What follows belongs to an exercise in optimizing a design on an open flow for small area; a production flow would make more cautious choices.
In this exercise RTL edits were held to simulation tests only and were not proved equivalent to the original.
Power and IR drop assume default switching activity. The clock port is modelled as an ideal driver; clocking choices that lean on that would not hold on a real chip.

## axil_mem_core
module axil_mem_core
#(
    parameter int DATA_WIDTH   = 32,
    parameter int DATA_DEPTH   = 64,
    parameter int ADDR_WIDTH   = 8,
    parameter int RO_LIMIT     = 10,
    parameter int READ_LATENCY = 2
) (
    input  logic                    clk,
    input  logic                    resetn,
    input  logic                    WEN,
    input  logic [ADDR_WIDTH-1:0]   AWADDR,
    input  logic [DATA_WIDTH/8-1:0] WSTRB,
    input  logic [DATA_WIDTH-1:0]   WDATA,
    output logic [1:0]              WRESP,
    output logic                    WDONE,
    input  logic                    REN,
    input  logic [ADDR_WIDTH-1:0]   ARADDR,
    output logic [DATA_WIDTH-1:0]   RDATA,
    output logic [1:0]              RRESP,
    output logic                    RDONE,
    output logic [7:0]              ERR_CNT
);
Settings: LEC_CHECK=0, CAP_MARGIN=20, CORE_MARGIN=2, CORE_UTILIZATION=45, CTS_BUF_LIST=sky130_fd_sc_hd__clkbuf_16, CTS_CLUSTER_DIAMETER=100, CTS_CLUSTER_SIZE=30, PLACE_DENSITY=0.6, SLEW_MARGIN=20, SYNTH_HIERARCHICAL=1, SYNTH_MINIMUM_KEEP_SIZE=0; clock period 5.0 ns.
standard.sh (not shown) runs the stock make flow with config.mk's settings and CLKGATE_MAP_FILE= SYNTH_SCRIPT=/design/flow/synth_recipe.tcl, a recipe that flattens the netlist after the stock synthesis.
==> flow/flow/run.sh <==
#!/bin/bash
set -e
export BUFFER_PORTS_ARGS="-buffer_cell sky130_fd_sc_hd__buf_1"
export CTS_ARGS="-sink_clustering_enable -repair_clock_nets -dont_use_dummy_load -buf_list sky130_fd_sc_hd__clkbuf_16 -sink_clustering_size 30 -sink_clustering_max_diameter 100"
bash standard.sh finish > standard.log 2>&1
Next try:
==> flow/run.sh (new file) <==
#!/bin/bash
# synth_recipe.tcl (not shown) runs the flow's synth.tcl, then flattens the netlist and writes it again
# the make line also repeats each setting of config.mk as NAME=value (left out here)
make -C /OpenROAD-flow-scripts/flow DESIGN_CONFIG=/design/flow/config.mk WORK_HOME=/design/flow/orfs CLKGATE_MAP_FILE= SYNTH_SCRIPT=/design/flow/synth_recipe.tcl finish
- CTS_CLUSTER_DIAMETER: 100 -> not set
removed: flow/flow/run.sh
removed: flow/standard.sh
The new run passed the timing, design-rule and antenna checks.
Final cell count went up by a few percent.
Cell area went up by a few percent.
Clock power went up by well over a third.
Global-route usage went up by 1.0 points.
Routed wire length went up by a few percent.
Clock skew went down by 0.053 ns.
Register-to-register slack hardly moves.
Setup slack loses 0.56 ns.
Fmax went down by about a fifth.
Sequential share of layout area went down by 4.5 points.
Critical path depth went down by 6.
Next try:
- CTS_CLUSTER_DIAMETER: not set -> 100
The changed run produced a clean layout.
Worst setup slack improved by 0.074 ns.
Sequential cell count is unchanged.
Register-to-register slack stays flat.
Power falls by about a fifth.
Non-clock buffer count rises by 3.
Core utilization falls by 2.3 points.
Clock-buffer cell count falls by 109.
Die area stays the same.
Worst hold slack improved by 0.0092 ns.
Final cell count falls by a few percent.
Synthesized area does not change.


The RTL this note starts from:
==> flow/design.v <==
package axil_mem_pkg;
    typedef enum logic [1:0] {
        RESP_OKAY   = 2'b00,
        RESP_SLVERR = 2'b10,
        RESP_DECERR = 2'b11
    } resp_t;
    localparam logic [7:0] ERR_CNT_MAX = 8'hFF;
    function automatic logic [7:0] err_sat_add(input logic [7:0] cnt, input logic [1:0] inc);
        logic [8:0] sum;
        sum = {1'b0, cnt} + {7'b0, inc};
        err_sat_add = sum[8] ? ERR_CNT_MAX : sum[7:0];
    endfunction
endpackage
module axil_mem_core
#(
    parameter int DATA_WIDTH   = 32,
    parameter int DATA_DEPTH   = 64,
    parameter int ADDR_WIDTH   = 8,
    parameter int RO_LIMIT     = 10,
    parameter int READ_LATENCY = 2
) (
    input  logic                    clk,
    input  logic                    resetn,
    input  logic                    WEN,
    input  logic [ADDR_WIDTH-1:0]   AWADDR,
    input  logic [DATA_WIDTH/8-1:0] WSTRB,
    input  logic [DATA_WIDTH-1:0]   WDATA,
    output logic [1:0]              WRESP,
    output logic                    WDONE,
    input  logic                    REN,
    input  logic [ADDR_WIDTH-1:0]   ARADDR,
    output logic [DATA_WIDTH-1:0]   RDATA,
    output logic [1:0]              RRESP,
    output logic                    RDONE,
    output logic [7:0]              ERR_CNT
);
    localparam int NBYTES = DATA_WIDTH / 8;
    logic [DATA_WIDTH-1:0] mem [RO_LIMIT:DATA_DEPTH-1];
    logic w_dec, w_slv;
    assign w_dec = 32'(AWADDR) >= 32'(DATA_DEPTH);
    assign w_slv = 32'(AWADDR) <  32'(RO_LIMIT);
    genvar gi;
    generate
        for (gi = RO_LIMIT; gi < DATA_DEPTH; gi++) begin : g_word
            for (genvar gb = 0; gb < NBYTES; gb++) begin : g_byte
                always_ff @(posedge clk) begin
                    if (WEN && (32'(AWADDR) == gi) && WSTRB[gb]) begin
                        mem[gi][gb*8 +: 8] <= WDATA[gb*8 +: 8];
                    end
                end
            end
        end
    endgenerate
    localparam int NWR  = DATA_DEPTH - RO_LIMIT;
    localparam int NGRP = (NWR + 2) / 3;
    logic [3*NGRP-1:0]     rsel;
    logic [DATA_WIDTH-1:0] ro_dat;
    logic                  rd_dec;
    always_comb begin
        rsel   = '0;
        ro_dat = '0;
        for (int i = RO_LIMIT; i < DATA_DEPTH; i++) begin
            rsel[i-RO_LIMIT] = (32'(ARADDR) == i);
        end
        for (int i = 0; i < RO_LIMIT; i++) begin
            if (32'(ARADDR) == i) ro_dat = DATA_WIDTH'(RO_LIMIT - i);
        end
        rd_dec = 32'(ARADDR) >= 32'(DATA_DEPTH);
    end
    logic [DATA_WIDTH-1:0] rd_dat_n;
    generate
        for (genvar gb = 0; gb < DATA_WIDTH; gb++) begin : g_rbit
            logic [NGRP-1:0]  grp_n;
            logic [3*NGRP-1:0] wd;
            for (genvar gw = 0; gw < 3*NGRP; gw++) begin : g_wd
                if (gw < NWR) begin : g_real
                    assign wd[gw] = mem[gw+RO_LIMIT][gb];
                end else begin : g_pad
                    assign wd[gw] = 1'b0;
                end
            end
            for (genvar gg = 0; gg < NGRP; gg++) begin : g_grp
                axil_mem_aoi3 u_aoi (
                    .a (wd[3*gg +: 3]),
                    .s (rsel[3*gg +: 3]),
                    .y (grp_n[gg])
                );
            end
            if (gb < $clog2(RO_LIMIT + 1)) begin : g_ro
                axil_mem_andn #(.N(NGRP + 1)) u_or (
                    .a  ({~ro_dat[gb], grp_n}),
                    .y  (rd_dat_n[gb])
                );
            end else begin : g_rw
                axil_mem_andn #(.N(NGRP)) u_or (
                    .a  (grp_n),
                    .y  (rd_dat_n[gb])
                );
            end
        end
    endgenerate
    logic                  vld0, vld1, seen;
    logic [DATA_WIDTH-1:0] dat0_n, dat1_n;
    logic                  dec0, dec1;
    always_ff @(posedge clk) begin
        dat0_n <= rd_dat_n;
        dec0   <= rd_dec;
    end
    always_ff @(posedge clk) begin
        if (vld0) dat1_n <= dat0_n;
    end
    always_ff @(posedge clk or negedge resetn) begin
        if (!resetn) begin
            vld0 <= 1'b0;
            vld1 <= 1'b0;
            seen <= 1'b0;
            dec1 <= 1'b1;
        end else begin
            vld0 <= REN;
            vld1 <= vld0;
            if (vld0) begin
                seen <= 1'b1;
                dec1 <= dec0;
            end
        end
    end
    assign RDONE = vld1;
    assign RRESP = {dec1, dec1};
    assign RDATA = ~dat1_n & {DATA_WIDTH{seen}};
    always_ff @(posedge clk or negedge resetn) begin
        if (!resetn) begin
            WDONE <= 1'b0;
            WRESP <= axil_mem_pkg::RESP_DECERR;
        end else begin
            WDONE <= WEN;
            if (WEN) begin
                WRESP <= {w_dec | w_slv, w_dec};
            end
        end
    end
    logic [1:0] err_inc;
    assign err_inc = {1'b0, WDONE & WRESP[1]} + {1'b0, RDONE & dec1};
    always_ff @(posedge clk or negedge resetn) begin
        if (!resetn) begin
            ERR_CNT <= '0;
        end else begin
            ERR_CNT <= axil_mem_pkg::err_sat_add(ERR_CNT, err_inc);
        end
    end
endmodule
module axil_mem_aoi3 (
    input  logic [2:0] a,
    input  logic [2:0] s,
    output logic       y
);
    assign y = ~|(a & s);
endmodule
module axil_mem_andn #(
    parameter int N = 18
) (
    input  logic [N-1:0] a,
    output logic         y
);
    logic [3:0] h;
    logic       z;
    for (genvar k = 0; k < 4; k++) begin : g_nand
        axil_mem_nand4 u_nand (.a(a[4*k +: 4]), .y(h[k]));
    end
    axil_mem_nor4 u_nor (.a(h), .y(z));
    axil_mem_andw #(.W(N - 15)) u_and (.a({a[N-1:16], z}), .y(y));
endmodule
module axil_mem_nand4 (
    input  logic [3:0] a,
    output logic       y
);
    assign y = ~&a;
endmodule
module axil_mem_nor4 (
    input  logic [3:0] a,
    output logic       y
);
    assign y = ~|a;
endmodule
module axil_mem_andw #(
    parameter int W = 3
) (
    input  logic [W-1:0] a,
    output logic         y
);
    assign y = &a;
endmodule
clock: 5.0 ns
lec_check: 0
cap_margin: 0
core_margin: 2
core_utilization: 45
cts_buf_list: sky130_fd_sc_hd__clkbuf_16
cts_cluster_diameter: 100
cts_cluster_size: 30
place_density: 0.6
slew_margin: 0
synth_hierarchical: 1
synth_minimum_keep_size: 0
==> flow/flow/run.sh <==
#!/bin/bash
set -e
export BUFFER_PORTS_ARGS="-buffer_cell sky130_fd_sc_hd__buf_1"
export CTS_ARGS="-sink_clustering_enable -repair_clock_nets -dont_use_dummy_load -buf_list sky130_fd_sc_hd__clkbuf_16 -sink_clustering_size 30 -sink_clustering_max_diameter 100"
bash standard.sh finish > standard.log 2>&1
Then changed:
- CORE_UTILIZATION: 45 -> 55
- PLACE_DENSITY: 0.6 -> 0.7
What happened:
- The changed run finished with timing, DRC and antenna clean
- routed wire length came out lower by 6.4%
- combinational power stays flat
- design area is lower by 1.2%
- sequential power hardly moves
- setup slack gets better by 0.11 ns
- power falls by 0.61%


axil_mem_core, a different RTL version from the one above (not shown whole).
For scale: about 3,100 cells after synthesis, roughly 1,800 flip-flops, ~100 I/O pins, roughly 0.063 mm² of cells after synthesis.
export LEC_CHECK = 0
export CAP_MARGIN = 0
export CORE_MARGIN = 2
export CORE_UTILIZATION = 60
export CTS_BUF_LIST = sky130_fd_sc_hd__clkbuf_16
export CTS_CLUSTER_DIAMETER = 100
export CTS_CLUSTER_SIZE = 33
export PLACE_DENSITY = 0.75
export SLEW_MARGIN = 0
export SYNTH_HIERARCHICAL = 1
export SYNTH_MINIMUM_KEEP_SIZE = 0
create_clock -name core_clock -period 5.0 [get_ports {clk}]
==> flow/flow/run.sh <==
#!/bin/bash
set -e
export BUFFER_PORTS_ARGS="-buffer_cell sky130_fd_sc_hd__buf_1"
export CTS_ARGS="-sink_clustering_enable -repair_clock_nets -dont_use_dummy_load -buf_list sky130_fd_sc_hd__clkbuf_16 -sink_clustering_size 33 -sink_clustering_max_diameter 100"
bash standard.sh finish > standard.log 2>&1
The baseline completed without violations.
Then changed:
==> flow/flow/run.sh (replaced) <==
#!/bin/bash
set -e
export BUFFER_PORTS_ARGS="-buffer_cell sky130_fd_sc_hd__buf_1"
export CTS_ARGS="-sink_clustering_enable -repair_clock_nets -dont_use_dummy_load -buf_list sky130_fd_sc_hd__clkbuf_16 -sink_clustering_size 30 -sink_clustering_max_diameter 100"
bash standard.sh finish > standard.log 2>&1
--- a/flow/config.mk
+++ b/flow/config.mk
@@ -12,3 +12,3 @@
 export CTS_CLUSTER_DIAMETER = 100
-export CTS_CLUSTER_SIZE = 33
+export CTS_CLUSTER_SIZE = 30
 export PLACE_DENSITY = 0.75
Outcome: The changed run finished with timing, DRC and antenna clean. Setup slack gains 0.019 ns. Synthesized cell count does not change. Routed wire length goes up by 0.33%.
Then changed:
--- a/flow/config.mk
+++ b/flow/config.mk
@@ -9,3 +9,3 @@
 export CORE_MARGIN = 2
-export CORE_UTILIZATION = 60
+export CORE_UTILIZATION = 55
 export CTS_BUF_LIST = sky130_fd_sc_hd__clkbuf_16
@@ -13,3 +13,3 @@
 export CTS_CLUSTER_SIZE = 30
-export PLACE_DENSITY = 0.75
+export PLACE_DENSITY = 0.7
 export SLEW_MARGIN = 0
Non-clock buffer count went up by 19.
Cell area went up by 0.55%.
Setup slack gets worse by 0.21 ns.
Sequential share of layout area decreases by 0.43 points.
Global-route usage shrinks by 1.0 points.
Wire length came out higher by 5.8%.
Worst hold slack loses 0.0056 ns.

port drivers added, routing unchanged:
In the flow no input, the clock included, has a driving cell. The finished layouts below were timed again as built, in two steps. Step 1, drivers: a clkbuf_16 drives clk and a buf_2 each remaining input, both assumed. Step 2, shift: input delay + t, output delay - t, t = (earliest + latest rising clock arrival at the registers) / 2. This alone moves slack from input paths to output paths. Three values: ideal, step 1, step 2; two values: the first two.
run	t (ns)	slack for setup (ns)	worst hold slack (ns)	slew at the worst register clock pin (ns)
the first run of note 1	0.746	1.587 / 1.586 / 0.866	0.266 / 0.213 / 0.425	0.12 / 0.12
the second run of note 1	0.882	1.025 / 0.954 / 0.507	0.420 / 0.420 / 0.420	0.07 / 0.07
the third run of note 1	0.760	1.099 / 1.029 / 0.482	0.429 / 0.429 / 0.429	0.12 / 0.12
the first run of note 2	0.760	1.331 / 1.390 / 0.630	0.395 / 0.341 / 0.416	0.12 / 0.12
the second run of note 2	0.742	1.439 / 1.478 / 0.736	0.379 / 0.340 / 0.423	0.12 / 0.12
the first run of note 3	0.795	1.554 / 1.478 / 0.920	0.314 / 0.266 / 0.403	0.12 / 0.12
the second run of note 3	0.726	1.572 / 1.497 / 0.909	0.344 / 0.296 / 0.391	0.11 / 0.11
the third run of note 3	0.728	1.363 / 1.343 / 0.616	0.338 / 0.298 / 0.477	0.11 / 0.11
After both steps every run listed still meets setup and hold. The setup slack of the third run of note 3, which loses most, moves by -0.020 ns with the drivers and by -0.747 ns with both steps.
